This is an optimization exercise on Yosys and OpenROAD, whose aim is small area and a short achievable clock period, not a production implementation.
Function was checked by simulation only, so behaviour that the tests miss may differ from the original.
Power is estimated from default activity; no workload was simulated.

## flow/design.v (module list and top-level ports; edited modules follow where they fit)
// module fp_unpack: 75 lines
// module booth_multiplier: 642 lines
// module fp_normalize: 43 lines
// module fp_round: 45 lines
// module fp_mul_top: 168 lines
module fp_mul_top (
    input  logic        clk,
    input  logic        arst_n,
    input  logic        in_valid,
    input  logic [31:0] fp_x,
    input  logic [31:0] fp_y,
    input  logic [2:0]  r_mode,
    output logic        out_valid,
    output logic [31:0] fp_z,
    output logic        ovrf,
    output logic        udrf
);
  // ...
==> flow/flow/run.sh <==
#!/bin/bash
# The standard ORFS layout (standard.sh, with its standard synthesis) with
# these changes to how it is made:
#  - port buffers are buf_1 cells
#  - CTS runs with the arguments in flow/cts_args.txt (no dummy loads, smaller
#    clock buffers in smaller sink clusters)
#  - the platform's don't-use list is extended with the clock inverters
#    (flow/dont_use.txt), which repair otherwise sizes into weak low-power
#    variants on data paths
#  - the repair steps aim at a setup slack margin (flow/margin.txt) that stands
#    for a shorter clock period than the one signed off
# Each tool's output goes to flow_orfs.log and ORFS's own logs under orfs/logs.
set -euo pipefail
MARGIN=$(cat flow/margin.txt)
CTS_ARGS_FILE=$(cat flow/cts_args.txt)
DONT_USE=$(cat flow/dont_use.txt)
bash standard.sh \
  SETUP_SLACK_MARGIN="$MARGIN" \
  BUFFER_PORTS_ARGS="-buffer_cell sky130_fd_sc_hd__buf_1" \
  CTS_ARGS="$CTS_ARGS_FILE" \
  DONT_USE_CELLS="$DONT_USE" \
  finish > flow_orfs.log 2>&1
==> flow/flow/cts_args.txt <==
-sink_clustering_enable -repair_clock_nets -dont_use_dummy_load -buf_list {sky130_fd_sc_hd__clkbuf_4 sky130_fd_sc_hd__clkbuf_8} -sink_clustering_size 14 -sink_clustering_max_diameter 70
==> flow/flow/dont_use.txt <==
sky130_fd_sc_hd__probe_p_8 sky130_fd_sc_hd__probec_p_8 sky130_fd_sc_hd__lpflow_bleeder_1 sky130_fd_sc_hd__lpflow_clkbufkapwr_1 sky130_fd_sc_hd__lpflow_clkbufkapwr_16 sky130_fd_sc_hd__lpflow_clkbufkapwr_2 sky130_fd_sc_hd__lpflow_clkbufkapwr_4 sky130_fd_sc_hd__lpflow_clkbufkapwr_8 sky130_fd_sc_hd__lpflow_clkinvkapwr_1 sky130_fd_sc_hd__lpflow_clkinvkapwr_16 sky130_fd_sc_hd__lpflow_clkinvkapwr_2 sky130_fd_sc_hd__lpflow_clkinvkapwr_4 sky130_fd_sc_hd__lpflow_clkinvkapwr_8 sky130_fd_sc_hd__lpflow_decapkapwr_12 sky130_fd_sc_hd__lpflow_decapkapwr_3 sky130_fd_sc_hd__lpflow_decapkapwr_4 sky130_fd_sc_hd__lpflow_decapkapwr_6 sky130_fd_sc_hd__lpflow_decapkapwr_8 sky130_fd_sc_hd__lpflow_inputiso0n_1 sky130_fd_sc_hd__lpflow_inputiso0p_1 sky130_fd_sc_hd__lpflow_inputiso1n_1 sky130_fd_sc_hd__lpflow_inputiso1p_1 sky130_fd_sc_hd__lpflow_inputisolatch_1 sky130_fd_sc_hd__lpflow_isobufsrc_1 sky130_fd_sc_hd__lpflow_isobufsrc_16 sky130_fd_sc_hd__lpflow_isobufsrc_2 sky130_fd_sc_hd__lpflow_isobufsrc_4 sky130_fd_sc_hd__lpflow_isobufsrc_8 sky130_fd_sc_hd__lpflow_isobufsrckapwr_16 sky130_fd_sc_hd__lpflow_lsbuf_lh_hl_isowell_tap_1 sky130_fd_sc_hd__lpflow_lsbuf_lh_hl_isowell_tap_2 sky130_fd_sc_hd__lpflow_lsbuf_lh_hl_isowell_tap_4 sky130_fd_sc_hd__lpflow_lsbuf_lh_isowell_4 sky130_fd_sc_hd__lpflow_lsbuf_lh_isowell_tap_1 sky130_fd_sc_hd__lpflow_lsbuf_lh_isowell_tap_2 sky130_fd_sc_hd__lpflow_lsbuf_lh_isowell_tap_4 sky130_fd_sc_hd__clkinv_1 sky130_fd_sc_hd__clkinv_2 sky130_fd_sc_hd__clkinv_4 sky130_fd_sc_hd__clkinv_8 sky130_fd_sc_hd__clkinv_16 sky130_fd_sc_hd__clkinvlp_2 sky130_fd_sc_hd__clkinvlp_4
==> flow/flow/margin.txt <==
5
==> flow/standard.sh <==
#!/bin/bash
# synth_recipe.tcl (not shown) runs the flow's synth.tcl, then flattens the netlist and writes it again
# the make line also repeats each setting of config.mk as NAME=value (left out here)
make -C /OpenROAD-flow-scripts/flow DESIGN_CONFIG=/design/flow/config.mk WORK_HOME=/design/flow/orfs CLKGATE_MAP_FILE= SYNTH_SCRIPT=/design/flow/synth_recipe.tcl "${@:-finish}"
==> flow/config.mk <==
export PLATFORM = sky130hd
export DESIGN_NAME = fp_mul_top
export DESIGN_NICKNAME = fp_mul_top
export VERILOG_FILES = /design/flow/design.v
export SDC_FILE = /design/flow/constraint.sdc
export NUM_CORES = 4
export LEC_CHECK = 0
export ABC_AREA = 1
export CAP_MARGIN = 20
export CORE_MARGIN = 2
export CORE_UTILIZATION = 55
export PLACE_DENSITY = 0.7
export SLEW_MARGIN = 20
==> flow/constraint.sdc <==
create_clock -name core_clock -period 8.5 [get_ports {clk}]
set_input_delay 1.7000 -clock core_clock [delete_from_list [all_inputs] [get_ports {clk}]]
set_output_delay 1.7000 -clock core_clock [all_outputs]
set_load 0.01 [all_outputs]
==> metrics.md, run 1 <==
| Metric | Value |
|---|---|
| Post-place instance area | `0.0231 sq mm` |
| CTS tree | `yes` |
| FF+latch area | `0.00593 sq mm` |
| Layout net count | `3127` |
| Leading area contributor after synthesis | `dfxtp_1` |
| Synth Area in Compound Gates | `19.4%` |
| Status | `timing/DRC/antenna clean` |
| Largest net degree at the start of global routing | `40` |
| Clock Sinks | `293` |
| Buffers & Inverters on Critical Path | `3` |
| Vias in the first global route | `20446` |
| IO Count | `105` |
| GPL Wtd Cong | `1.03` |
| Post-CTS resize count | `66` |
| Total power | `8.20 mW` |
| Post-DR wirelength/cell | `24.7 um` |
| Top FF cell, synth | `dfxtp_1` |
| Synth top area cells | `dfxtp_1 (25%), fa_1 (14%), xor2_1 (9.5%)` |
| Crit path max fanout | `17` |
| GRT overflow | `0` |
| Most frequent cell after synthesis | `inv_1` |
| Mux cell area share after synthesis | `0%` |
| Biggest Area Class | `multi-input combinational cells` |
| Die area | `0.0427 sq mm` |
| Net Sw Frac | `50.4%` |
| Maximum vdd drop | `0.137 mV` |
| Initial antenna violation count | `6` |
| Number of flip-flops in the largest register | `48` |
| Design area | `0.0240 sq mm` |
==> run 2, diff against run 1 <==
==> flow/flow/margin.txt (replaced) <==
4.8
--- a/flow/config.mk
+++ b/flow/config.mk
@@ -8,6 +8,5 @@
 export ABC_AREA = 1
 export CAP_MARGIN = 20
 export CORE_MARGIN = 2
-export CORE_UTILIZATION = 55
-export PLACE_DENSITY = 0.7
+export CORE_UTILIZATION = 40
 export SLEW_MARGIN = 20
==> metrics.md, run 2 <==
| Metric | Value |
|---|---|
| Status | `timing/DRC/antenna clean` |
| Highest-count cells in the layout ignoring fill and taps | `nand2_1 (357), inv_1 (352), dfxtp_1 (268), xor2_1 (245), a221oi_1 (176)` |
| CTS root buf | `clkbuf_8` |
| Maximum vdd drop | `0.121 mV (-11%)` |
| First-pass GRT wire length | `124000 um` |
| Final wirelength | `82800 um` |
| Synth top area cells | `dfxtp_1 (25%), fa_1 (14%), xor2_1 (9.5%)` |
| Cts bufs inserted | `27` |
| Worst-path cell chain | `inv_2 > xor2_1 > fa_1 > inv_1 > fa_1 > fa_1 > inv_1 > fa_1` |
| Post-DR wirelength/cell | `23.5 um (-4.9%)` |
| Clk slew on worst S/H paths | `0.09 ns` |
| Util after Layout | `43.0%` |
| Worst path slowest cell | `fa_1` |
| Clock latency (worst-skew pair) | `0.65 ns` |
| Final setup vio count | `0` |
| Top-area cell type share of the netlist area | `25.5%` |
| Die area | `0.0583 sq mm (+37%)` |
| Gr usage total | `28.1%` |
| Ys Warns | `4` |
| Min Tclk post-route | `3.62 ns` |
| Max cap viols | `0` |
| Antenna-violating nets left | `0` |
| Crit path launch | `neg1[5]` |
| RSZ-0062 raised after global routing | `yes` |
| Tcrit/Tclk final | `42.6%` |
| Top Registers | `r0_2: 48 flops, r1_2: 46 flops, fp_z: 32 flops` |
| DR vias/cell | `5.88` |
| Clock Sinks | `293 (unchanged)` |
| Share of cells above drive strength 1 | `5.89%` |
| CP Capture Type | `flop` |
| Max Clk Rate | `276 MHz` |
| Sum of negative setup slack | `0 ns` |
| CP most frequent cell | `fa_1` |
| Area of the core | `0.0561 sq mm` |
| Row count | `87` |
| Crit Path Class | `reg2reg` |
| Final setup margin | `4.88 ns` |
| Worst Path Arrival | `4.08 ns` |
| Port Buf Inserts | `104` |
| Largest net degree at the start of global routing | `40 (unchanged)` |
| Fillers | `5674` |
| HP Start | `sp1[1]` |
| Reg-to-Reg Start | `neg1[5]` |
| Clock Skew | `0.127 ns` |
| Crit path max fanout | `19 (+2)` |
| DR vias | `20705` |
| Final Hold Viols | `0` |
| Syn Nets | `3128` |
| Layout net count | `3132 (+0.16%)` |
| Leak Pwr | `10.5 nW` |
| Async set-reset flop share out of synthesis | `2.05%` |
| Mean Syn Cell Area | `8.16 sq um` |
| Top reg by flops | `r0_2` |
| Die extent in y | `241 um` |
| EDFF count, synth | `0` |
| DRT Pass-1 Iters | `8` |
| Top FF cell, synth | `dfxtp_1` |
| DRT iter0 DRCs | `2128` |
| GRT overflow | `0 (unchanged)` |
| IO Count | `105 (unchanged)` |
| Slew Limit Headroom | `43.0%` |
| Placement Setup Slack | `4.13 ns` |
| Cts hold-fix bufs | `0` |
| Die X | `241 um` |
| H-tree depth | `1` |
| Area growth, synth to finish | `6.93%` |
| Vias in the first global route | `20765 (+1.6%)` |
| Clock buffer depth | `3` |
| Worst slew pin tran | `0.854 ns` |
| Crit-path max cell delay | `0.67 ns` |
| GPL Wtd Cong | `0.987 (-4.5%)` |
| Post-DP HPWL | `61800 um` |
| Top cells by count, synth | `inv_1 (368), nand2_1 (357), dfxtp_1 (287)` |
| Number of flip-flops in the largest register | `48 (unchanged)` |
| Most common cell after layout, fill and taps aside | `nand2_1` |
| Initial antenna violation count | `1 (-5)` |
| Post-Synthesis Cells | `2766` |
| Netlist cell types | `52` |
| Initial Util | `40.2%` |
| Most frequent cell after synthesis | `inv_1` |
| Sequential area share after synthesis | `26.1%` |
| Worst Path Required | `8.96 ns` |
| Remaining DRCs | `0` |
| Leading area contributor after synthesis | `dfxtp_1` |
| # diodes | `0` |
| Synthesized flop and latch total | `293` |
| Max Slew Vio Count | `0` |
| Post-synthesis instance area | `0.0226 sq mm` |
| Power density cells | `333 mW/mm^2` |
| CTS tree | `yes` |
| Min-Delay Path Class | `reg2reg` |
| Hold_ws | `0.328 ns` |
| Critical path launch point type | `flop` |
==> run 2: cell counts after synthesis <==
No cell type changed its count.
==> run 2: area by class of cell <==
class | count | area [sq um] | share of cell area (%)
multi-input cells | 1906 | 14500 | 60.3
flip-flops and latches | 293 | 5920 | 24.6
inverters | 392 | 1550 | 6.43
well taps | 756 | 946 | 3.92
repair buffers | 150 | 785 | 3.25
clock buffers | 27 | 372 | 1.54
==> run 2: critical path: cells and delay by family (launching register included) <==
family / cells / cell delay [ns]
adder cells (fa/ha/maj): 4 / 2.00
buffers and inverters: 3 / 0.56
XOR/XNOR: 1 / 0.30
flip-flops: 1 / 0.62
==> run 2: layer usage <==
metal,wire (um),up-vias,global-route usage [%]
met1,32000,9711,33.7
met5,0,-,0
li1,-,9362,-
met2,36400,1266,45.0
met4,5880,0,17.5
met3,8590,366,7.38
==> run 2: logic make-up after synthesis <==
kind of cell / count (synthesis) / synth area share (%)
compound gates: 654 / 19.4
xor+xnor: 265 / 10.3
fa+ha+maj: 292 / 21.6
buf+inv: 567 / 9.66
flops: 293 / 26.1
simple gates: 695 / 13.0
==> run 2: report_power, final <==
part | internal [mW] | total [mW] | switching (mW)
Combinational | 1.84 | 5.08 | 3.24
Clock | 0.281 | 0.713 | 0.432
Sequential | 1.90 | 2.24 | 0.330
==> run 2: final timing paths <==
kind | end | slack, ns | cells past startpoint
worst max-delay path | r1_2[30] | 4.88 | 8
min in group asynchronous | v3 | 0.90 | 1
max in group asynchronous | udrf | 7.37 | 1
worst max register to register | r1_2[30] | 4.88 | 8
worst min register to register | sp2[1] | 0.33 | 0
worst min-delay path | sp2[1] | 0.33 | 0
==> run 2: what timing repair did <==
| action | in CTS | in global routing |
|---|---|---|
| buffers inserted | 0 | 15 |
| pin swaps | 0 | 2 |
| endpoints found under the setup margin | 32 | 32 |
| resized for setup | 33 | 51 |
| hold endpoints to repair | 0 | 0 |
==> run 2: per-stage QoR <==
| step | power, mW | std cells | cell area (sq um) |
|---|---|---|---|
| floorplan | 5.62 | 2766 | 22600 |
| global placement | 7.21 | 3482 | 23400 |
| detailed placement | 7.29 | 3482 | 23400 |
| CTS | 8.02 | 3509 | 23800 |
| global route | 8.86 | 3524 | 24100 |
| finish | 8.03 | 3524 | 24100 |
==> run 3, diff against run 2 <==
==> flow/flow/margin.txt (replaced) <==
5
--- a/flow/config.mk
+++ b/flow/config.mk
@@ -10,3 +10,4 @@
 export CORE_MARGIN = 2
 export CORE_UTILIZATION = 40
 export SLEW_MARGIN = 20
+export TNS_END_PERCENT = 10
==> metrics.md, run 3 <==
| Metric | Value |
|---|---|
| Status | `timing/DRC/antenna clean` |
| Most frequent cell after synthesis | `inv_1` |
| Max Slew Vio Count | `0 (unchanged)` |
| Reg-to-reg endpoint | `r1_2[22]` |
| Share of cells above drive strength 1 | `7.03% (+1.1 points)` |
| Crit path max fanout | `17 (-2)` |
| Power density cells | `334 mW/mm^2 (+0.33%)` |
| Cts bufs inserted | `30 (+11%)` |
| HP Start | `sp1[0]` |
| GPL Wtd Cong | `1.01 (+1.9%)` |
| Net Sw Frac | `50.1% (+0.22 points)` |
| Final Hold Viols | `0 (unchanged)` |
| Min Tclk post-route | `3.56 ns (-0.0650 ns)` |
| Met1 GRT Util | `34.5% (+0.81 points)` |
| Sw power | `4.07 mW (+1.8%)` |
| Slew Limit Headroom | `45.2% (+2.2 points)` |
| Hold_ws | `0.329 ns (+0.00155 ns)` |
| Maximum vdd drop | `0.140 mV (+15%)` |
| Logic pwr share | `63.0% (-0.3 points)` |
| Die area | `0.0583 sq mm (unchanged)` |
| Sum of negative setup slack | `0 ns (unchanged)` |
| Die extent in y | `241 um (unchanged)` |
| Synth top area cells | `dfxtp_1 (25%), fa_1 (14%), xor2_1 (9.5%)` |
| Clk slew on worst S/H paths | `0.06 ns (-0.03 ns)` |
| M2 GR Usage | `44.8% (-0.19 points)` |
| Top-area cell type share of the netlist area | `25.5% (unchanged)` |
| Post-Synthesis Cells | `2766 (unchanged)` |
| Hold Crit Depth | `0 (unchanged)` |
| CTS root buf | `clkbuf_8` |
| Min-Delay Path Class | `reg2reg` |
| Max Clk Rate | `281 MHz (+1.8%)` |
| Area growth, synth to finish | `7.98%` |
| Clock latency (worst-skew pair) | `0.66 ns (about the same)` |
| Crit Path Class | `reg2reg` |
| Tcrit/Tclk final | `41.8% (-0.76 points)` |
| Clock Skew | `0.123 ns (-0.00401 ns)` |
| Critical path launch point type | `flop` |
| H-tree depth | `1 (unchanged)` |
| Port Buf Inserts | `104 (unchanged)` |
| CTS tree | `yes` |
| EDFF count, synth | `0 (unchanged)` |
| First-pass GRT wire length | `125000 um (+1.2%)` |
| Die X | `241 um (unchanged)` |
| Post-synthesis instance area | `0.0226 sq mm (unchanged)` |
| Layout net count | `3138 (+0.19%)` |
| Sequential area share after synthesis | `26.1% (unchanged)` |
| GR peak layer | `met2` |
| Flop pwr share | `27.7% (about the same)` |
| Initial antenna violation count | `4 (+3)` |
| Post-DP HPWL | `62300 um (+0.78%)` |
| Worst slew pin tran | `0.821 ns (-0.0331 ns)` |
| Number of flip-flops in the largest register | `48 (unchanged)` |
| Flop2flop setup slack | `4.94 ns (+0.07 ns)` |
| Clk network pwr share | `9.3% (+0.4 points)` |
| Leak Pwr | `10.6 nW (+0.83%)` |
| Worst Path Required | `8.93 ns (-0.03 ns)` |
| Row count | `87 (unchanged)` |
| Netlist cell types | `52 (unchanged)` |
| Largest net degree at the start of global routing | `40 (unchanged)` |
| Initial Util | `40.2% (unchanged)` |
| DRT Pass-1 Iters | `7 (-1)` |
| DR vias/cell | `5.86 (-0.28%)` |
| Syn Nets | `3128 (unchanged)` |
| Leading area contributor after synthesis | `dfxtp_1` |
| M3 GR Usage | `8.30% (+0.91 points)` |
| CP Capture Type | `flop` |
| Worst Path Arrival | `3.99 ns (-0.09 ns)` |
| Final setup vio count | `0 (unchanged)` |
| Most common cell after layout, fill and taps aside | `nand2_1` |
| Async set-reset flop share out of synthesis | `2.05% (unchanged)` |
| Highest-count cells in the layout ignoring fill and taps | `nand2_1 (357), inv_1 (352), dfxtp_1 (265), xor2_1 (245), o22ai_1 (175)` |
| Max cap viols | `0 (unchanged)` |
| GRT overflow | `0 (unchanged)` |
| Clock Sinks | `293 (unchanged)` |
| Post-DR wirelength/cell | `23.7 um (+0.78%)` |
| Final wirelength | `83600 um (+0.98%)` |
| Clock buffer depth | `3 (unchanged)` |
| IO Count | `105 (unchanged)` |
| Post-place instance area | `0.0234 sq mm (about the same)` |
| Area of the core | `0.0561 sq mm (unchanged)` |
| Top cells by count, synth | `inv_1 (368), nand2_1 (357), dfxtp_1 (287)` |
| Reg2reg path depth | `10 (+2)` |
| RSZ-0062 raised after global routing | `yes` |
| Reg-to-Reg Start | `fx1[12]` |
| Design area | `0.0244 sq mm (+0.99%)` |
| Ys Warns | `4 (unchanged)` |
| DR vias | `20688 (-0.082%)` |
| Mean Syn Cell Area | `8.16 sq um (unchanged)` |
| Int Power | `4.06 mW (+0.89%)` |
| Top reg by flops | `r0_2` |
| DRT iter0 DRCs | `2225 (+4.6%)` |
| Vias in the first global route | `20710 (-0.26%)` |
| Synthesized flop and latch total | `293 (unchanged)` |
| Top Registers | `r0_2: 48 flops, r1_2: 46 flops, fp_z: 32 flops` |
| Hold EP | `sp2[0]` |
| Gr usage total | `28.4% (+0.31 points)` |
| Antenna-violating nets left | `0 (unchanged)` |
| Remaining DRCs | `0 (unchanged)` |
| Top FF cell, synth | `dfxtp_1` |
==> run 3: cell counts after synthesis <==
No cell type changed its count.
==> run 3: what timing repair did <==
item | in CTS | in global routing
endpoints found under the setup margin | 42 | 39
setup buffers | 4 | 12
endpoints found under the hold margin | 0 | 0
gates resized for setup | 64 | 77
hold buffers | 0 | 0
pin swaps | 0 | 4
==> run 3: cells by family (layout without fill, tap and decap cells) <==
family / after synthesis / in the layout / synth area share (%)
DFF: 293 / 293 / 26.1
other: 0 / 1 / 0
adders and majority gates: 292 / 292 / 21.6
AOI/OAI and AO/OA: 654 / 654 / 19.4
buffers and inverters: 567 / 575 / 9.66
xor gates and xnor gates: 265 / 265 / 10.3
and+or+nand+nor: 695 / 695 / 13.0
==> run 3: stage by stage <==
stage / setup slack, ns / util, % / power (mW) / instances
4_1_cts: 4.88 / 42.8 / 8.09 / 3518
2_1_floorplan: 5.00 / - / 5.62 / 2766
6_report: 4.94 / 43.5 / 8.14 / 3531
5_1_grt: 4.92 / 43.5 / 8.92 / 3531
3_3_place_gp: 4.23 / 41.8 / 7.24 / 3484
3_5_place_dp: 4.15 / 41.8 / 7.31 / 3484
==> run 3: area by class of cell <==
class	count	area (sq um)
Clock buffer	30	413
Antenna cell	1	2.50
Inverter	392	1610
Multi-Input combinational cell	1906	14700
Fill cell	5677	31700
Timing Repair Buffer	153	796
Tap cell	756	946
Sequential cell	293	5930
==> run 3: worst max path at each step <==
stage	startpoint	endpoint	slack [ns]	cells after the start
finish	fx1[12]	r1_2[22]	4.94	10
global route	fx1[15]	r1_2[22]	4.92	10
CTS	fx1[20]	r1_2[25]	4.88	10
detailed placement	fp_y[2]	sp1[0]	4.15	12
global placement	fp_y[2]	sp1[0]	4.23	12
floorplan	fp_x[0]	x3_1[23]	5.00	14
==> run 3: critical path: stages (launching register included) <==
cell and delay [ns]:
dfxtp_2 0.63, inv_8 0.15, o22ai_1 0.23, a221oi_2 0.07, xor2_1 0.20, fa_1 0.62, inv_1 0.08, fa_1 0.39
fa_1 0.51, inv_1 0.05, fa_1 0.42
==> run 3: power by group through the flow <==
stage | registers, mW | logic, mW | clock network [mW]
2_1_floorplan | 2.12 | 3.50 | 0
3_3_place_gp | 2.25 | 4.99 | 0
3_5_place_dp | 2.25 | 5.06 | 0
4_1_cts | 2.23 | 5.08 | 0.789
5_1_grt | 2.29 | 5.80 | 0.842
6_report | 2.25 | 5.13 | 0.756
==> run 3: routing by layer <==
| metal | up-vias | share of wire (%) |
|---|---|---|
| met1 | 9583 | 39 |
| met4 | 2 | 7.4 |
| met5 | - | 0.011 |
| met2 | 1301 | 43 |
| met3 | 415 | 11 |
| li1 | 9387 | - |
==> run 4, diff against run 3 <==
==> flow/flow/margin.txt (replaced) <==
5.35
--- a/flow/config.mk
+++ b/flow/config.mk
@@ -10,4 +10,3 @@
 export CORE_MARGIN = 2
 export CORE_UTILIZATION = 40
 export SLEW_MARGIN = 20
-export TNS_END_PERCENT = 10
==> metrics.md, run 4 <==
| Metric | Value |
|---|---|
| Sequential area share after synthesis | `26.1% (unchanged)` |
| Reg2reg path depth | `12 (+2)` |
| Top FF cell, synth | `dfxtp_1` |
| RSZ-0062 raised after global routing | `yes` |
| Critical path launch point type | `flop` |
| Die extent in y | `241 um (unchanged)` |
| Fillers | `5400 (-4.9%)` |
| Crit Path Class | `reg2reg` |
| CTS root buf | `clkbuf_8` |
| Top cells by count, synth | `inv_1 (368), nand2_1 (357), dfxtp_1 (287)` |
| Clock Skew | `0.105 ns (-0.0176 ns)` |
| Largest net degree at the start of global routing | `40 (unchanged)` |
| Initial Util | `40.2% (unchanged)` |
| Highest-count cells in the layout ignoring fill and taps | `nand2_1 (355), inv_1 (315), xor2_1 (238), dfxtp_1 (230), o22ai_1 (160)` |
| Power density cells | `310 mW/mm^2 (-7.1%)` |
| Post-DR wirelength/cell | `24.2 um (+2.0%)` |
| Reg-to-reg endpoint | `r1_2[33]` |
| Top Registers | `r0_2: 48 flops, r1_2: 46 flops, fp_z: 32 flops` |
| Leading area contributor after synthesis | `dfxtp_1` |
| Post-Synthesis Cells | `2766 (unchanged)` |
| Sum of negative setup slack | `0 ns (unchanged)` |
| Share of cells above drive strength 1 | `18.9% (+12 points)` |
| DRT Pass-1 Iters | `10 (+3)` |
| Post-synthesis instance area | `0.0226 sq mm (unchanged)` |
| Layout net count | `3251 (+3.6%)` |
| Clock Sinks | `293 (unchanged)` |
| Max Slew Vio Count | `0 (unchanged)` |
| Hold EP | `st21_2` |
| Gr usage total | `29.4% (+0.95 points)` |
| Most common cell after layout, fill and taps aside | `nand2_1` |
| Vias in the first global route | `21391 (+3.3%)` |
| Reg-to-Reg Start | `fx1[14]` |
| Util after Layout | `48.0% (+4.6 points)` |
| Tcrit/Tclk final | `38.9% (-3.0 points)` |
| DR vias/cell | `5.92 (+0.98%)` |
| Port Buf Inserts | `104 (unchanged)` |
| Crit path max-delay family | `adder cells` |
| Clock buffer depth | `3 (unchanged)` |
| Buffers & Inverters on Critical Path | `5 (+2)` |
| HP Start | `st21_1` |
| GPL Wtd Cong | `0.982 (-2.5%)` |
| Crit-path max cell delay | `0.54 ns (-0.09 ns)` |
| Number of flip-flops in the largest register | `48 (unchanged)` |
| Row count | `87 (unchanged)` |
| Synthesized flop and latch total | `293 (unchanged)` |
| Hold Crit Depth | `0 (unchanged)` |
| Antenna-violating nets left | `0 (unchanged)` |
| Area growth, synth to finish | `19.3%` |
| Die X | `241 um (unchanged)` |
| Syn Nets | `3128 (unchanged)` |
| Max cap viols | `0 (unchanged)` |
| Total power | `8.36 mW (+2.7%)` |
| Top reg by flops | `r0_2` |
| Final setup vio count | `0 (unchanged)` |
| Max Clk Rate | `303 MHz (+7.6%)` |
| Synth top area cells | `dfxtp_1 (25%), fa_1 (14%), xor2_1 (9.5%)` |
| Slew Limit Headroom | `46.3% (+1.2 points)` |
| Cts bufs inserted | `27 (-10%)` |
| EDFF count, synth | `0 (unchanged)` |
| CP Capture Type | `flop` |
| Mean Syn Cell Area | `8.16 sq um (unchanged)` |
| Post-DP HPWL | `60500 um (-2.9%)` |
| Die area | `0.0583 sq mm (unchanged)` |
| Clock latency (worst-skew pair) | `0.64 ns (-0.02 ns)` |
| Status | `timing/DRC/antenna clean` |
| Top-area cell type share of the netlist area | `25.5% (unchanged)` |
| H-tree depth | `1 (unchanged)` |
| Remaining DRCs | `0 (unchanged)` |
| Min Tclk post-route | `3.30 ns (-0.251 ns)` |
| Async set-reset flop share out of synthesis | `2.05% (unchanged)` |
| Final wirelength | `88100 um (+5.3%)` |
| Most frequent cell after synthesis | `inv_1` |
| Leak Pwr | `11.5 nW (+8.9%)` |
| Flop2flop setup slack | `5.20 ns (+0.25 ns)` |
| Worst Path Required | `9.10 ns (+0.17 ns)` |
| Min-Delay Path Class | `reg2reg` |
| Worst slew pin tran | `0.805 ns (-0.0163 ns)` |
| Clk slew on worst S/H paths | `0.09 ns (+0.03 ns)` |
| Maximum vdd drop | `0.145 mV (+3.7%)` |
| Worst path slowest cell | `fa_1` |
| First-pass GRT wire length | `129000 um (+2.9%)` |
| Worst Path Arrival | `3.90 ns (-0.09 ns)` |
| Final Hold Viols | `0 (unchanged)` |
| Cts hold-fix bufs | `0 (unchanged)` |
| GRT overflow | `0 (unchanged)` |
| Area of the core | `0.0561 sq mm (unchanged)` |
| CTS tree | `yes` |
| IO Count | `105 (unchanged)` |
| Crit path max fanout | `8 (-9)` |
| DR vias | `21571 (+4.3%)` |
| DRT iter0 DRCs | `2245 (+0.90%)` |
| Initial antenna violation count | `4 (unchanged)` |
| Netlist cell types | `52 (unchanged)` |
| Ys Warns | `4 (unchanged)` |
| Worst-path cell chain | `inv_8 > buf_4 > o22ai_1 > a221oi_1 > xor2_1 > fa_1 > inv_1 > fa_2 > inv_2 > fa_1 > inv_2 > fa_2` |
## run 4: cell counts after synthesis
Identical to the previous run, type by type.
## run 4: timing repair
action                     4_1_cts  5_1_grt
setup endpoints to repair       71       82
gates resized for setup        310      186
gates cloned                    12        5
buffers inserted                80       44
pin swaps                       43       72
## run 4: how the worst max path moves through the flow
stage / from / endpoint / slack, ns / depth (start not counted)
after floorplan: fp_x[1] / st21_1 / 5.04 / 15
after global placement: fp_y[7] / st22_1 / 4.18 / 13
after detailed placement: fp_x[1] / x3_1[23] / 4.18 / 15
after CTS: sel4_1[0] / r1_2[20] / 5.26 / 10
after global routing: fx1[18] / r1_2[19] / 5.17 / 12
final: fx1[14] / r1_2[33] / 5.20 / 12
## run 4: metal layers
metal	GRT usage, %	vias to the layer above	part of all wire [%]
li1	-	9621	-
met1	35.1	10031	37
met2	47.3	1420	43
met3	8.34	497	11
met4	17.1	2	8.2
met5	0	-	0.019
## run 4: where the power goes
group / internal (mW) / switching [mW]
combinational: 2.01 / 3.34
clock: 0.281 / 0.439
sequential: 1.91 / 0.377
## run 4: cells by family (layout without fill, tap and decap cells)
| kind of cell | count (synthesis) | after routing | synth area share, % |
|---|---|---|---|
| AOI/OAI and AO/OA | 654 | 654 | 19.4 |
| and+or+nand+nor | 695 | 695 | 13.0 |
| buffers and inverters | 567 | 688 | 9.66 |
| xor gates and xnor gates | 265 | 265 | 10.3 |
| other | 0 | 3 | 0 |
| adders and majority gates | 292 | 292 | 21.6 |
| DFF | 293 | 293 | 26.1 |
## run 4: area by class of cell
class / instances / area [sq um] / share of cell area, %
multi-input cells: 1906 / 15700 / 58.3
flip-flops and latches: 293 / 6050 / 22.5
repair buffers: 256 / 1960 / 7.30
inverters: 392 / 1800 / 6.69
well taps: 756 / 946 / 3.51
clock buffers: 27 / 372 / 1.38
repair inverters: 13 / 91.3 / 0.339
diodes: 3 / 7.51 / 0.0279
## run 4: per-stage QoR
stage	setup WS, ns	hold slack [ns]	instances	instance area [sq um]
after floorplan	5.04	0.310	2766	23000
after global placement	4.18	0.310	3475	23500
after detailed placement	4.18	0.312	3475	23500
after CTS	5.26	0.332	3594	25700
after global routing	5.17	0.340	3644	26900
final	5.20	0.330	3646	26900
## run 4: worst register-to-register path: stages (launching register included)
cell	delay, ns
dfxtp_4	0.43
inv_8	0.11
buf_4	0.12
o22ai_1	0.07
a221oi_1	0.40
xor2_1	0.21
fa_1	0.48
inv_1	0.11
fa_2	0.19
inv_2	0.04
fa_1	0.54
inv_2	0.04
fa_2	0.52
==> run 5, diff against run 4 <==
==> flow/flow/margin.txt (replaced) <==
5
==> metrics.md, run 5 <==
| Metric | Value |
|---|---|
| Status | `timing/DRC/antenna clean` |
| Tcrit/Tclk final | `41.1% (+2.2 points)` |
| Cts bufs inserted | `30 (+11%)` |
| Share of cells above drive strength 1 | `7.43% (-12 points)` |
| Gr usage total | `28.4% (-0.94 points)` |
| Final Hold Viols | `0 (unchanged)` |
| Crit Path Class | `reg2reg` |
| Clock latency (worst-skew pair) | `0.67 ns (+0.03 ns)` |
| Slew Limit Headroom | `45.7% (-0.66 points)` |
| Area growth, synth to finish | `8.43%` |
| M2 GR Usage | `44.9% (-2.4 points)` |
| Met1 GRT Util | `34.5% (-0.56 points)` |
| Sequential area share after synthesis | `26.1% (unchanged)` |
| Die area | `0.0583 sq mm (unchanged)` |
| Fillers | `5652 (+4.7%)` |
| M3 GR Usage | `8.39% (+0.046 points)` |
| Sum of negative setup slack | `0 ns (unchanged)` |
| Clock buffer depth | `3 (unchanged)` |
| Top FF cell, synth | `dfxtp_1` |
| EDFF count, synth | `0 (unchanged)` |
| First-pass GRT wire length | `125000 um (-2.8%)` |
| Worst Path Required | `8.93 ns (-0.17 ns)` |
| Area of the core | `0.0561 sq mm (unchanged)` |
| Most frequent cell after synthesis | `inv_1` |
| Synth top area cells | `dfxtp_1 (25%), fa_1 (14%), xor2_1 (9.5%)` |
| Power density cells | `333 mW/mm^2 (+7.2%)` |
| Top reg by flops | `r0_2` |
| Crit path max fanout | `15 (+7)` |
| CP Capture Type | `flop` |
| Max cap viols | `0 (unchanged)` |
| Mean Syn Cell Area | `8.16 sq um (unchanged)` |
| Post-DP HPWL | `62300 um (+3.0%)` |
| Min-Delay Path Class | `reg2reg` |
| RSZ-0062 raised after global routing | `yes` |
| GPL Wtd Cong | `1.01 (+2.5%)` |
| Initial Util | `40.2% (unchanged)` |
| DR vias/cell | `5.86 (-0.97%)` |
| Number of flip-flops in the largest register | `48 (unchanged)` |
| Die X | `241 um (unchanged)` |
| Layout net count | `3135 (-3.6%)` |
| Initial antenna violation count | `3 (-1)` |
| GRT overflow | `0 (unchanged)` |
| Row count | `87 (unchanged)` |
| Post-Synthesis Cells | `2766 (unchanged)` |
| HP Start | `sp1[0]` |
| H-tree depth | `1 (unchanged)` |
| Clock Sinks | `293 (unchanged)` |
| Util after Layout | `43.6% (-4.4 points)` |
| Top cells by count, synth | `inv_1 (368), nand2_1 (357), dfxtp_1 (287)` |
| Worst slew pin tran | `0.814 ns (+0.00877 ns)` |
| GR peak layer | `met2` |
| Post-DR wirelength/cell | `23.7 um (-2.0%)` |
| CTS tree | `yes` |
| Antenna-violating nets left | `0 (unchanged)` |
| Max Clk Rate | `287 MHz (-5.3%)` |
| Highest-count cells in the layout ignoring fill and taps | `nand2_1 (357), inv_1 (350), dfxtp_1 (263), xor2_1 (245), o22ai_1 (175)` |
| Top-area cell type share of the netlist area | `25.5% (unchanged)` |
| DR vias | `20671 (-4.2%)` |
| Die extent in y | `241 um (unchanged)` |
| Synthesized flop and latch total | `293 (unchanged)` |
| Final setup vio count | `0 (unchanged)` |
| Async set-reset flop share out of synthesis | `2.05% (unchanged)` |
| DRT Pass-1 Iters | `7 (-3)` |
| Ys Warns | `4 (unchanged)` |
| Clk slew on worst S/H paths | `0.09 ns (about the same)` |
| Netlist cell types | `52 (unchanged)` |
| Critical path launch point type | `flop` |
| Port Buf Inserts | `104 (unchanged)` |
| Final wirelength | `83500 um (-5.2%)` |
| Leak Pwr | `10.6 nW (-7.9%)` |
| Most common cell after layout, fill and taps aside | `nand2_1` |
| Reg-to-Reg Start | `fx1[15]` |
| Remaining DRCs | `0 (unchanged)` |
| Maximum vdd drop | `0.141 mV (-2.9%)` |
| Worst Path Arrival | `3.92 ns (+0.02 ns)` |
| Leading area contributor after synthesis | `dfxtp_1` |
| Top Registers | `r0_2: 48 flops, r1_2: 46 flops, fp_z: 32 flops` |
| Syn Nets | `3128 (unchanged)` |
| Crit path launch | `fx1[15]` |
| Vias in the first global route | `20700 (-3.2%)` |
| Clock Skew | `0.129 ns (+0.0243 ns)` |
| Post-synthesis instance area | `0.0226 sq mm (unchanged)` |
| Largest net degree at the start of global routing | `40 (unchanged)` |
| IO Count | `105 (unchanged)` |
| DRT iter0 DRCs | `2235 (-0.45%)` |
| Min Tclk post-route | `3.49 ns (+0.186 ns)` |
| CTS root buf | `clkbuf_8` |
| Max Slew Vio Count | `0 (unchanged)` |
==> run 5: cell counts after synthesis <==
Identical to the previous run, type by type.
==> run 5: cells by family after synthesis <==
kind of cell / Yosys count / synth area share, %
xor gates and xnor gates: 265 / 10.3
AOI/OAI and AO/OA: 654 / 19.4
DFF: 293 / 26.1
and+or+nand+nor: 695 / 13.0
adders and majority gates: 292 / 21.6
buffers and inverters: 567 / 9.66
==> run 5: cell type report <==
class | instances | area (sq um) | area share [%]
multi-input cells | 1906 | 14700 | 60.1
flip-flops and latches | 293 | 5950 | 24.3
inverters | 392 | 1630 | 6.66
well taps | 756 | 946 | 3.87
repair buffers | 150 | 807 | 3.30
clock buffers | 30 | 413 | 1.69
diodes | 1 | 2.50 | 0.0102
==> run 5: per-stage QoR <==
stage | instance area, sq um | hold slack (ns) | worst slack [ns] | cells | power [mW]
floorplan | 22600 | 0.310 | 5.00 | 2766 | 5.62
global placement | 23400 | 0.310 | 4.23 | 3484 | 7.24
detailed placement | 23400 | 0.312 | 4.15 | 3484 | 7.31
CTS | 24000 | 0.332 | 4.97 | 3518 | 8.10
global route | 24500 | 0.336 | 4.94 | 3528 | 8.93
finish | 24500 | 0.329 | 5.01 | 3528 | 8.14
==> run 5: repair_timing <==
item | CTS | global route
setup endpoints to repair | 42 | 32
buffers inserted | 4 | 8
gates cloned | 0 | 1
hold buffers | 0 | 0
resized for setup | 77 | 98
pin swaps | 0 | 5
==> run 5: path summary, 6_finish.rpt <==
path,slack [ns],endpoint,depth (start not counted)
worst min-delay path,0.33,sp2[0],0
worst max-delay path,5.01,r1_2[22],10
min in group asynchronous,0.88,out_valid,1
max in group asynchronous,7.40,ovrf,1
worst min register to register,0.33,sp2[0],0
worst max register to register,5.01,r1_2[22],10
==> run 5: worst max-delay path, cell delays in order (launching register included) <==
cell      delay [ns]
dfxtp_2         0.56
inv_6           0.14
o22ai_1         0.20
a221oi_2        0.06
xor2_1          0.18
fa_1            0.65
inv_1           0.08
fa_1            0.39
fa_1            0.51
inv_1           0.05
fa_1            0.42
==> run 5: routing by layer <==
metal,part of all wire [%],vias to the layer above
met1,39,9603
met5,0,-
met4,7.1,0
met3,11,381
met2,43,1303
li1,-,9384
==> run 5: power breakdown <==
group / total (mW) / leakage [nW] / switching, mW / internal, mW
Clock: 0.757 / 0.216 / 0.447 / 0.310
Combinational: 5.13 / 7.89 / 3.28 / 1.85
Sequential: 2.25 / 2.49 / 0.346 / 1.90
==> run 6, diff against run 5 <==
==> flow/flow/margin.txt (replaced) <==
5.2
==> metrics.md, run 6 <==
| Metric | Value |
|---|---|
| Sw power | `4.10 mW (+0.63%)` |
| Synth top area cells | `dfxtp_1 (25%), fa_1 (14%), xor2_1 (9.5%)` |
| Fillers | `5576 (-1.3%)` |
| Flop pwr share | `27.6% (about the same)` |
| Share of cells above drive strength 1 | `12.7% (+5.3 points)` |
| Leak Pwr | `11.1 nW (+4.5%)` |
| Highest-count cells in the layout ignoring fill and taps | `nand2_1 (356), inv_1 (342), xor2_1 (241), dfxtp_1 (241), o22ai_1 (173)` |
| Async set-reset flop share out of synthesis | `2.05% (unchanged)` |
| Post-DR wirelength/cell | `23.8 um (+0.49%)` |
| Die extent in y | `241 um (unchanged)` |
| Maximum vdd drop | `0.135 mV (-4.4%)` |
| Antenna-violating nets left | `0 (unchanged)` |
| IO Count | `105 (unchanged)` |
| Logic pwr share | `63.3% (+0.2 points)` |
| Vias in the first global route | `21295 (+2.9%)` |
| Die area | `0.0583 sq mm (unchanged)` |
| Row count | `87 (unchanged)` |
| Synthesized flop and latch total | `293 (unchanged)` |
| Post-synthesis instance area | `0.0226 sq mm (unchanged)` |
| Netlist cell types | `52 (unchanged)` |
| EDFF count, synth | `0 (unchanged)` |
| Max cap viols | `0 (unchanged)` |
| Power density cells | `321 mW/mm^2 (-3.5%)` |
| Min Tclk post-route | `3.31 ns (-0.178 ns)` |
| Final setup vio count | `0 (unchanged)` |
| Worst slew pin tran | `0.782 ns (-0.0319 ns)` |
| Flop2flop setup slack | `5.19 ns (+0.18 ns)` |
| Ys Warns | `4 (unchanged)` |
| Clock Sinks | `293 (unchanged)` |
| Final wirelength | `85600 um (+2.5%)` |
| Area of the core | `0.0561 sq mm (unchanged)` |
| Hold EP | `rc2[0]` |
| Most frequent cell after synthesis | `inv_1` |
| Leading area contributor after synthesis | `dfxtp_1` |
| Top reg by flops | `r0_2` |
| Post-Synthesis Cells | `2766 (unchanged)` |
| Most common cell after layout, fill and taps aside | `nand2_1` |
| Top cells by count, synth | `inv_1 (368), nand2_1 (357), dfxtp_1 (287)` |
| GRT overflow | `0 (unchanged)` |
| Clk slew on worst S/H paths | `0.08 ns (about the same)` |
| RSZ-0062 raised after global routing | `yes` |
| Critical path launch point type | `flop` |
| Min-Delay Path Class | `reg2reg` |
| Top FF cell, synth | `dfxtp_1` |
| Worst Path Required | `8.94 ns (about the same)` |
| Top Registers | `r0_2: 48 flops, r1_2: 46 flops, fp_z: 32 flops` |
| Clk network pwr share | `9.1% (-0.2 points)` |
| CP Capture Type | `flop` |
| Multi-input gate area | `0.0151 sq mm (+2.4%)` |
| Initial Util | `40.2% (unchanged)` |
| First-pass GRT wire length | `127000 um (+1.0%)` |
| Max Clk Rate | `302 MHz (+5.4%)` |
| Initial antenna violation count | `3 (unchanged)` |
| H-tree depth | `1 (unchanged)` |
| Port Buf Inserts | `104 (unchanged)` |
| Layout net count | `3207 (+2.3%)` |
| Die X | `241 um (unchanged)` |
| DR vias/cell | `5.91 (+0.93%)` |
| Mean Syn Cell Area | `8.16 sq um (unchanged)` |
| HP Start | `rc1[0]` |
| Area growth, synth to finish | `13.4%` |
| Reg-to-Reg Start | `sel4_1[0]` |
| Crit path max fanout | `24 (+9)` |
| DRT Pass-1 Iters | `11 (+4)` |
| Gr usage total | `28.6% (+0.20 points)` |
| Largest net degree at the start of global routing | `40 (unchanged)` |
| Syn Nets | `3128 (unchanged)` |
| Clock buffer depth | `3 (unchanged)` |
| Top-area cell type share of the netlist area | `25.5% (unchanged)` |
| Cts bufs inserted | `30 (unchanged)` |
| Reg2reg path depth | `9 (-1)` |
| Clock latency (worst-skew pair) | `0.68 ns (about the same)` |
| Hold Crit Depth | `0 (unchanged)` |
| Int Power | `4.12 mW (+1.4%)` |
| Status | `timing/DRC/antenna clean` |
| DRT iter0 DRCs | `2281 (+2.1%)` |
| Slew Limit Headroom | `47.9% (+2.2 points)` |
| Sequential area share after synthesis | `26.1% (unchanged)` |
| GPL Wtd Cong | `0.985 (-2.1%)` |
| Tcrit/Tclk final | `39.0% (-2.1 points)` |
| CTS tree | `yes` |
| Sum of negative setup slack | `0 ns (unchanged)` |
| Clock Skew | `0.126 ns (-0.00300 ns)` |
| Worst Path Arrival | `3.75 ns (-0.17 ns)` |
| Remaining DRCs | `0 (unchanged)` |
| CTS root buf | `clkbuf_8` |
| Number of flip-flops in the largest register | `48 (unchanged)` |
| DR vias | `21290 (+3.0%)` |
| Net Sw Frac | `49.9% (-0.19 points)` |
| Max Slew Vio Count | `0 (unchanged)` |
| Crit Path Class | `reg2reg` |
| FF+latch area | `0.00603 sq mm (+1.3%)` |
| Post-DP HPWL | `61600 um (-1.1%)` |
| Reg-to-reg endpoint | `r1_2[21]` |
| Total power | `8.22 mW (+1.0%)` |
| Final Hold Viols | `0 (unchanged)` |
-- run 6: through the flow --
stage | util (%) | hold slack, ns | std cells | setup slack (ns) | cell area, sq um
floorplan | - | 0.310 | 2766 | 5.04 | 22700
finish | 45.7 | 0.269 | 3600 | 5.19 | 25600
CTS | 44.1 | 0.268 | 3553 | 5.20 | 24700
global route | 45.7 | 0.257 | 3600 | 5.13 | 25600
global placement | 41.9 | 0.313 | 3477 | 4.20 | 23500
detailed placement | 41.9 | 0.312 | 3477 | 4.11 | 23500
-- run 6: area by class of cell --
cell class	count	area share (%)
Multi-Input combinational cell	1906	58.8
Sequential cell	293	23.5
Inverter	392	6.60
Timing Repair Buffer	213	5.52
Tap cell	756	3.70
Clock buffer	30	1.61
Timing Repair inverter	9	0.171
Antenna cell	1	0.00978
-- run 6: timing repair --
item,in CTS,in global routing
setup buffers,42,38
endpoints found under the hold margin,0,0
gates cloned,4,8
gates resized for setup,165,128
endpoints found under the setup margin,56,45
pin swaps,9,29
hold buffers,0,0
-- run 6: power groups by stage --
stage / logic [mW] / registers, mW / clock network, mW
floorplan: 3.50 / 2.12 / 0
global placement: 4.95 / 2.26 / 0
detailed placement: 5.02 / 2.27 / 0
CTS: 5.08 / 2.25 / 0.776
global route: 5.91 / 2.31 / 0.830
finish: 5.21 / 2.27 / 0.746
-- run 6: how the worst max path moves through the flow --
stage,startpoint,end,cells after the start
2_1_floorplan,fp_x[1],st21_1,15
3_3_place_gp,fp_y[2],sp1[0],12
3_5_place_dp,fp_y[2],sp1[0],12
4_1_cts,fx1[14],r1_2[22],10
5_1_grt,sel4_1[0],r1_2[21],9
6_report,sel4_1[0],r1_2[21],9
-- run 6: worst max-delay path, cell delays in order (launching register included) --
cell	delay, ns
dfxtp_1	0.31
buf_4	0.26
a221oi_2	0.43
xor2_1	0.23
fa_1	0.48
fa_1	0.39
inv_1	0.08
fa_1	0.40
inv_1	0.07
fa_1	0.40
-- run 6: kinds of logic after synthesis --
family          synth area share (%)
flops                           26.1
compound gates                  19.4
simple gates                    13.0
buf+inv                         9.66
fa+ha+maj                       21.6
xor+xnor                        10.3
-- run 6: layer usage --
| layer | up-vias | GRT usage (%) | routed length (um) |
|---|---|---|---|
| met5 | - | 0.421 | 11 |
| met3 | 426 | 6.95 | 9060 |
| met2 | 1442 | 46.1 | 37700 |
| li1 | 9527 | - | - |
| met1 | 9893 | 35.2 | 32600 |
| met4 | 2 | 16.1 | 6280 |
==> run 7, diff against run 6 <==
==> flow/flow/cts_args.txt (replaced) <==
-sink_clustering_enable -repair_clock_nets -dont_use_dummy_load -buf_list {sky130_fd_sc_hd__clkbuf_4 sky130_fd_sc_hd__clkbuf_8} -sink_clustering_size 18 -sink_clustering_max_diameter 85
==> metrics.md, run 7 <==
| Metric | Value |
|---|---|
| Status | `timing/DRC/antenna clean` |
| Slew Limit Headroom | `48.9% (+1.0 points)` |
| Top FF cell, synth | `dfxtp_1` |
| Net Sw Frac | `50.3% (+0.45 points)` |
| Max cap viols | `0 (unchanged)` |
| CTS root buf | `clkbuf_8` |
| Async set-reset flop share out of synthesis | `2.05% (unchanged)` |
| Max Slew Vio Count | `0 (unchanged)` |
| Number of flip-flops in the largest register | `48 (unchanged)` |
| # diodes | `0 (-1)` |
| Post-place instance area | `0.0235 sq mm (unchanged)` |
| Largest net degree at the start of global routing | `40 (unchanged)` |
| Syn Nets | `3128 (unchanged)` |
| Worst slew pin tran | `0.767 ns (-0.0151 ns)` |
| Leak Pwr | `11.0 nW (-0.34%)` |
| Initial antenna violation count | `1 (-2)` |
| Area of the core | `0.0561 sq mm (unchanged)` |
| Final Hold Viols | `0 (unchanged)` |
| Fillers | `5547 (-0.52%)` |
| Hold_ws | `0.319 ns (+0.0500 ns)` |
| Worst Path Required | `8.97 ns (+0.03 ns)` |
| Worst-path cell chain | `inv_4 > buf_12 > o22ai_1 > a221oi_2 > xor2_2 > fa_1 > fa_2 > fa_1 > inv_1 > fa_1` |
| Critical path launch point type | `flop` |
| DR vias | `21336 (+0.22%)` |
| Min-Delay Path Class | `reg2reg` |
| Flop pwr share | `27.7% (about the same)` |
| Highest-count cells in the layout ignoring fill and taps | `nand2_1 (355), inv_1 (335), xor2_1 (241), dfxtp_1 (234), o22ai_1 (174)` |
| Layout net count | `3183 (-0.75%)` |
| Antenna-violating nets left | `0 (unchanged)` |
| Die X | `241 um (unchanged)` |
| Most frequent cell after synthesis | `inv_1` |
| Crit path max fanout | `6 (-75%)` |
| Logic pwr share | `64.0% (+0.7 points)` |
| EDFF count, synth | `0 (unchanged)` |
| Row count | `87 (unchanged)` |
| Post-Synthesis Cells | `2766 (unchanged)` |
| Final wirelength | `86700 um (+1.2%)` |
| Final setup vio count | `0 (unchanged)` |
| RSZ-0062 raised after global routing | `yes` |
| Design area | `0.0256 sq mm (+0.17%)` |
| IO Count | `105 (unchanged)` |
| H-tree depth | `1 (unchanged)` |
| Post-DR wirelength/cell | `24.2 um (+1.9%)` |
| Top reg by flops | `r0_2` |
| GRT overflow | `0 (unchanged)` |
| Area growth, synth to finish | `13.6%` |
| DR vias/cell | `5.97 (+0.92%)` |
| Total power | `8.20 mW (-0.30%)` |
| Post-DP HPWL | `61600 um (unchanged)` |
| Clk network pwr share | `8.3% (-0.8 points)` |
| Clk slew on worst S/H paths | `0.10 ns (+0.02 ns)` |
| Sum of negative setup slack | `0 ns (unchanged)` |
| Top-area cell type share of the netlist area | `25.5% (unchanged)` |
| Maximum vdd drop | `0.115 mV (-14%)` |
| CP most frequent cell | `fa_1` |
| CTS tree | `yes` |
| Leading area contributor after synthesis | `dfxtp_1` |
| Post-synthesis instance area | `0.0226 sq mm (unchanged)` |
| Synthesized flop and latch total | `293 (unchanged)` |
| Max Clk Rate | `302 MHz (about the same)` |
| Mean Syn Cell Area | `8.16 sq um (unchanged)` |
| Int Power | `4.07 mW (-1.2%)` |
| Synth top area cells | `dfxtp_1 (25%), fa_1 (14%), xor2_1 (9.5%)` |
| Worst path slowest cell | `fa_1` |
| Cts bufs inserted | `23 (-23%)` |
| Vias in the first global route | `21198 (-0.46%)` |
| Clock latency (worst-skew pair) | `0.63 ns (-0.05 ns)` |
| Die area | `0.0583 sq mm (unchanged)` |
| Port Buf Inserts | `104 (unchanged)` |
| CP Capture Type | `flop` |
| Power density cells | `320 mW/mm^2 (-0.47%)` |
| Top cells by count, synth | `inv_1 (368), nand2_1 (357), dfxtp_1 (287)` |
| Sw power | `4.13 mW (+0.60%)` |
| Die extent in y | `241 um (unchanged)` |
| Share of cells above drive strength 1 | `13.0% (+0.29 points)` |
| First-pass GRT wire length | `128000 um (+0.97%)` |
| Clock buffer depth | `3 (unchanged)` |
| Most common cell after layout, fill and taps aside | `nand2_1` |
| Gr usage total | `29.0% (+0.39 points)` |
| GPL Wtd Cong | `0.985 (unchanged)` |
| Min Tclk post-route | `3.31 ns (-0.000220 ns)` |
| Util after Layout | `45.7% (+0.076 points)` |
| Worst Path Arrival | `3.78 ns (+0.03 ns)` |
| Clock Skew | `0.0923 ns (-0.0342 ns)` |
| Tcrit/Tclk final | `39.0% (about the same)` |
| Ys Warns | `4 (unchanged)` |
| Initial Util | `40.2% (unchanged)` |
| Crit Path Class | `reg2reg` |
| Netlist cell types | `52 (unchanged)` |
| Clock Sinks | `293 (unchanged)` |
| Sequential area share after synthesis | `26.1% (unchanged)` |
| Remaining DRCs | `0 (unchanged)` |
| DRT iter0 DRCs | `2199 (-3.6%)` |
| DRT Pass-1 Iters | `10 (-1)` |
| Crit-path max cell delay | `0.51 ns (+0.03 ns)` |
| Top Registers | `r0_2: 48 flops, r1_2: 46 flops, fp_z: 32 flops` |
-- run 7: worst max-delay path: cells and delay by family (launching register included) --
family,cells,cell delay [ns]
adder cells (fa/ha/maj),4,1.84
AO/OA/AOI/OAI,2,0.38
flip-flops,1,0.35
buffers and inverters,3,0.33
XOR/XNOR,1,0.29
-- run 7: worst paths after layout --
| check | from | to | slack [ns] | cells after the start |
|---|---|---|---|---|
| worst max-delay path | sel1_1[2] | r1_2[24] | 5.19 | 10 |
| worst min register to register | sp2[1] | sp3[1] | 0.32 | 0 |
| max in group asynchronous | arst_n | v2 | 7.36 | 1 |
| min in group asynchronous | arst_n | v3 | 0.91 | 1 |
| worst max register to register | sel1_1[2] | r1_2[24] | 5.19 | 10 |
| worst min-delay path | sp2[1] | sp3[1] | 0.32 | 0 |
-- run 7: per-stage QoR --
stage                     worst slack [ns]  std cells
after floorplan                       5.04       2766
after global placement                4.20       3477
after detailed placement              4.11       3477
after CTS                             5.17       3536
after global routing                  5.14       3575
final                                 5.19       3575
-- run 7: power groups by stage --
stage          logic (mW)  clock network [mW]  registers, mW
4_1_cts              5.09               0.708           2.25
3_5_place_dp         5.02                   0           2.27
5_1_grt              5.95               0.752           2.31
2_1_floorplan        3.50                   0           2.12
6_report             5.25               0.678           2.27
3_3_place_gp         4.95                   0           2.26
-- run 7: per-layer routing --
metal	vias up	share of wire, %	GRT usage, %	wire length [um]
li1	9487	-	-	-
met1	9954	38	35.5	32800
met2	1459	43	46.6	37700
met3	434	11	7.24	9650
met4	2	7.6	16.9	6590
met5	-	0.010	0	9
-- run 7: kinds of logic after synthesis --
group	synth area share [%]
AOI/OAI and AO/OA	19.4
xor gates and xnor gates	10.3
adders and majority gates	21.6
buffers and inverters	9.66
DFF	26.1
and+or+nand+nor	13.0
-- run 7: final cells by class --
cell class	instances	area (sq um)	area share, %
Tap cell	756	946	3.69
Timing Repair Buffer	197	1430	5.58
Inverter	392	1740	6.80
Timing Repair inverter	8	40.0	0.156
Sequential cell	293	6050	23.6
Clock buffer	23	317	1.23
Multi-Input combinational cell	1906	15100	58.9
-- run 7: timing repair --
action,4_1_cts,5_1_grt
setup buffers,29,30
gates cloned,7,9
resized for setup,194,157
pin swaps,8,31
endpoints found under the setup margin,57,46
hold buffers,0,0
==> run 8, diff against run 7 <==
==> flow/flow/run.sh (replaced) <==
#!/bin/bash
# The standard ORFS layout (standard.sh) with these changes to how it is made:
#  - synthesis is the standard script with Yosys's own pre-mapping ABC pass
#    skipped (synth -noabc), so the adder cells come out without inverters
#    between them; registers, flattening and renaming are unchanged
#  - port buffers are buf_1 cells
#  - CTS inserts no dummy loads
#  - the repair steps aim at a setup slack margin (flow/margin.txt) that stands
#    for a shorter clock period than the one signed off
# Each tool's output goes to flow_orfs.log and ORFS's own logs under orfs/logs.
set -euo pipefail
HERE=$(pwd)
MARGIN=$(cat flow/margin.txt)
bash standard.sh \
  SYNTH_SCRIPT="$HERE/flow/synth.tcl" \
  SETUP_SLACK_MARGIN="$MARGIN" \
  BUFFER_PORTS_ARGS="-buffer_cell sky130_fd_sc_hd__buf_1" \
  CTS_ARGS="-sink_clustering_enable -repair_clock_nets -dont_use_dummy_load" \
  finish > flow_orfs.log 2>&1
==> flow/flow/margin.txt (replaced) <==
5
==> flow/flow/synth.tcl (new file) <==
proc synth {args} { yosys synth -nofsm -noshare -noabc {*}$args }
source $::env(SCRIPTS_DIR)/synth.tcl
# left out here: clear keep_hierarchy, flatten, clean up, hide names made inside functions, write 1_2_yosys.v
removed: flow/flow/cts_args.txt
removed: flow/flow/dont_use.txt
==> metrics.md, run 8 <==
| Metric | Value |
|---|---|
| Top-area cell type share of the netlist area | `25.7% (+0.25 points)` |
| Max Slew Vio Count | `0 (unchanged)` |
| RSZ-0062 raised after global routing | `yes` |
| Antenna-violating nets left | `0 (unchanged)` |
| # diodes | `0 (unchanged)` |
| Clk network pwr share | `15.0% (+6.7 points)` |
| DRT iter0 DRCs | `2246 (+2.1%)` |
| Cts bufs inserted | `36 (+57%)` |
| First-pass GRT wire length | `130000 um (+1.3%)` |
| Tcrit/Tclk final | `41.5% (+2.5 points)` |
| Met1 GRT Util | `35.5% (+0.038 points)` |
| Gr usage total | `30.4% (+1.3 points)` |
| Final Hold Viols | `0 (unchanged)` |
| Synthesized flop and latch total | `293 (unchanged)` |
| Flop pwr share | `26.5% (-1.2 points)` |
| Clk slew on worst S/H paths | `0.06 ns (-0.04 ns)` |
| M3 GR Usage | `9.02% (+1.8 points)` |
| Async set-reset flop share out of synthesis | `2.05% (unchanged)` |
| Share of cells above drive strength 1 | `11.7% (-1.3 points)` |
| Final setup vio count | `0 (unchanged)` |
| IO Count | `105 (unchanged)` |
| Placed Cells | `3363 (-3.3%)` |
| Max Clk Rate | `284 MHz (-6.1%)` |
| Int Power | `4.55 mW (+12%)` |
| Sw power | `4.04 mW (-2.1%)` |
| Synth top area cells | `dfxtp_1 (26%), fa_1 (15%), xor2_1 (9.4%)` |
| Die extent in y | `240 um (-0.47%)` |
| EDFF count, synth | `0 (unchanged)` |
| CP Capture Type | `flop` |
| Final wirelength | `88200 um (+1.8%)` |
| Worst Path Arrival | `3.94 ns (+0.16 ns)` |
| Worst Path Required | `8.91 ns (-0.06 ns)` |
| Leading area contributor after synthesis | `dfxtp_1` |
| Min Tclk post-route | `3.53 ns (+0.214 ns)` |
| DR vias | `20555 (-3.7%)` |
| Slew Limit Headroom | `36.7% (-12 points)` |
| Remaining DRCs | `0 (unchanged)` |
| Post-synthesis instance area | `0.0223 sq mm (-0.95%)` |
| Number of flip-flops in the largest register | `48 (unchanged)` |
| Top reg by flops | `r0_2` |
| GRT overflow | `0 (unchanged)` |
| Min-Delay Path Class | `reg2reg` |
| Critical path launch point type | `flop` |
| Post-DR wirelength/cell | `25.5 um (+5.3%)` |
| Maximum vdd drop | `0.152 mV (+32%)` |
| Max cap viols | `0 (unchanged)` |
| Syn Nets | `3027 (-3.2%)` |
| CTS tree | `yes` |
| Post-DP HPWL | `64000 um (+3.9%)` |
| Leak Pwr | `10.4 nW (-5.8%)` |
| Highest-count cells in the layout ignoring fill and taps | `nand2_1 (341), dfxtp_1 (251), xor2_1 (234), inv_1 (227), o22ai_1 (173)` |
| Util after Layout | `45.6% (-0.14 points)` |
| Clock Skew | `0.0485 ns (-0.0438 ns)` |
| Crit Path Class | `reg2reg` |
| Ys Warns | `4 (unchanged)` |
| Mean Syn Cell Area | `8.40 sq um (+3.0%)` |
| DR vias/cell | `5.95 (-0.34%)` |
| Total power | `8.59 mW (+4.7%)` |
| Area growth, synth to finish | `12.6%` |
| Worst slew pin tran | `0.948 ns (+0.181 ns)` |
| Crit path max fanout | `8 (+2)` |
| Initial antenna violation count | `0 (-1)` |
| Net Sw Frac | `47.0% (-3.3 points)` |
| CTS root buf | `clkbuf_16` |
| Top FF cell, synth | `dfxtp_1` |
| Clock buffer depth | `3 (unchanged)` |
| Layout net count | `3077 (-3.3%)` |
| Top Registers | `r0_2: 48 flops, r1_2: 46 flops, x3_1: 25 flops` |
| Die X | `240 um (-0.47%)` |
| Most common cell after layout, fill and taps aside | `nand2_1` |
| Vias in the first global route | `20685 (-2.4%)` |
| Most frequent cell after synthesis | `nand2_1` |
| Area of the core | `0.0552 sq mm (-1.5%)` |
| Clock latency (worst-skew pair) | `0.56 ns (-0.07 ns)` |
| DRT Pass-1 Iters | `9 (-1)` |
| Final cell count without fillers | `3456 (-3.3%)` |
| Clock Sinks | `293 (unchanged)` |
| Sum of negative setup slack | `0 ns (unchanged)` |
| Top cells by count, synth | `nand2_1 (344), dfxtp_1 (287), inv_1 (247)` |
| Status | `timing/DRC/antenna clean` |
| H-tree depth | `2 (+1)` |
| Die area | `0.0578 sq mm (-0.94%)` |
| Power density cells | `341 mW/mm^2 (+6.7%)` |
| Largest net degree at the start of global routing | `41 (+2.5%)` |
| Post-Synthesis Cells | `2660 (-3.8%)` |
| Netlist cell types | `53 (+1.9%)` |
| Port Buf Inserts | `104 (unchanged)` |
| Sequential area share after synthesis | `26.4% (+0.25 points)` |
| GPL Wtd Cong | `1.03 (+4.4%)` |
| M2 GR Usage | `49.1% (+2.5 points)` |
| Initial Util | `40.5% (+0.24 points)` |
| Logic pwr share | `58.4% (-5.6 points)` |
| Row count | `86 (-1.1%)` |
| GR peak layer | `met2` |
run 8: cell types whose count changed in the layout (fill, tap and decap cells not counted), sizes merged, moves of 9 or more:
cell / previous run / this run
clkinvlp: 0 / 32
nor3: 27 / 18
a221oi: 183 / 167
clkinv: 0 / 14
xnor2: 20 / 32
buf: 183 / 161
a21oi: 125 / 139
clkbuf: 35 / 46
inv: 400 / 244
nand2: 361 / 347
nand3: 80 / 71
run 8: what timing repair did:
action / CTS / global route
gates cloned: 11 / 3
pin swaps: 3 / 13
setup endpoints to repair: 62 / 48
hold buffers: 0 / 0
setup buffers: 20 / 23
gates resized for setup: 112 / 105
run 8: power by group through the flow:
| stage | Sequential (mW) | Combinational, mW | Clock [mW] |
|---|---|---|---|
| detailed placement | 2.27 | 4.88 | 0 |
| floorplan | 2.11 | 3.45 | 0 |
| finish | 2.28 | 5.02 | 1.29 |
| CTS | 2.25 | 4.93 | 1.32 |
| global route | 2.31 | 5.65 | 1.37 |
| global placement | 2.26 | 4.79 | 0 |
run 8: final timing paths:
kind	startpoint	endpoint	slack, ns	depth (start not counted)
min reg2reg	es1[4]	es2[4]	0.32	0
max	x3_1[19]	r1_2[20]	4.97	6
min in group asynchronous	arst_n	v2	1.00	1
min	es1[4]	es2[4]	0.32	0
max in group asynchronous	arst_n	udrf	7.27	1
max reg2reg	x3_1[19]	r1_2[20]	4.97	6
run 8: layer usage:
layer / vias up / part of all wire (%)
li1: 9269 / -
met1: 9634 / 37
met2: 1242 / 44
met3: 410 / 11
met4: 0 / 8.1
met5: - / 0
run 8: stage by stage:
stage / area (sq um) / worst slack [ns] / hold slack [ns]
finish: 25200 / 4.97 / 0.316
global route: 25200 / 4.96 / 0.331
detailed placement: 23200 / 3.86 / 0.312
global placement: 23200 / 3.81 / 0.314
floorplan: 22400 / 4.97 / 0.310
CTS: 24600 / 4.94 / 0.317
run 8: area by class of cell:
cell class	count	area, sq um
Clock buffer	36	901
Inverter	276	1240
Tap cell	748	936
Timing Repair Buffer	171	1000
Fill cell	5462	30000
Multi-Input combinational cell	1918	15000
Sequential cell	293	5960
Timing Repair inverter	14	95.1
run 8: logic make-up (layout without fill, tap and decap cells):
kind of cell	count (synthesis)	after routing	share of synthesized area [%]
and+or+nand+nor	681	681	13.0
AOI/OAI and AO/OA	668	668	19.9
buffers and inverters	449	497	7.93
adders and majority gates	297	297	22.1
DFF	293	293	26.4
xor gates and xnor gates	272	272	10.7
run 8: worst max-delay path, cell delays in order (launching register included):
cell	delay, ns
dfxtp_1	0.94
a221oi_1	0.26
xor2_1	0.24
fa_2	0.48
fa_1	0.44
fa_2	0.63
fa_1	0.41

re-timing with driven ports:
The results above use ideal ports. As a check the final layouts listed here were re-extracted and re-timed, cells and wires unchanged. Step 1: set_driving_cell puts a clkbuf_16 on clk and a buf_2 on each other input, an assumption about the parent block. Step 2 also shifts input and output timing later by t, the mid clock arrival at the registers, as if the neighbouring blocks saw the same clock. a / b / c = no drivers / after step 1 / after step 2; a / b = the first two.
run | shift t [ns] | slack for setup (ns) | slew at the worst register clock pin (ns) | pins driven straight from the clock port
run 1 | 0.643 | 4.973 / 4.973 / 4.531 | 0.09 / 0.09 | 1
run 2 | 0.644 | 4.880 / 4.880 / 4.405 | 0.09 / 0.09 | 1
run 3 | 0.662 | 4.945 / 4.945 / 4.484 | 0.10 / 0.10 | 1
run 4 | 0.652 | 5.196 / 5.196 / 4.673 | 0.09 / 0.09 | 1
run 5 | 0.668 | 5.010 / 5.010 / 4.513 | 0.10 / 0.10 | 1
run 6 | 0.677 | 5.188 / 5.188 / 4.650 | 0.09 / 0.09 | 1
run 7 | 0.640 | 5.188 / 5.188 / 4.665 | 0.11 / 0.11 | 1
run 8 | 0.603 | 4.974 / 4.974 / 4.542 | 0.06 / 0.06 | 1
After both steps every run listed still meets setup and hold. For run 6, which loses most, drivers alone change the setup slack by 0.000 ns; drivers and shift together by -0.538 ns.
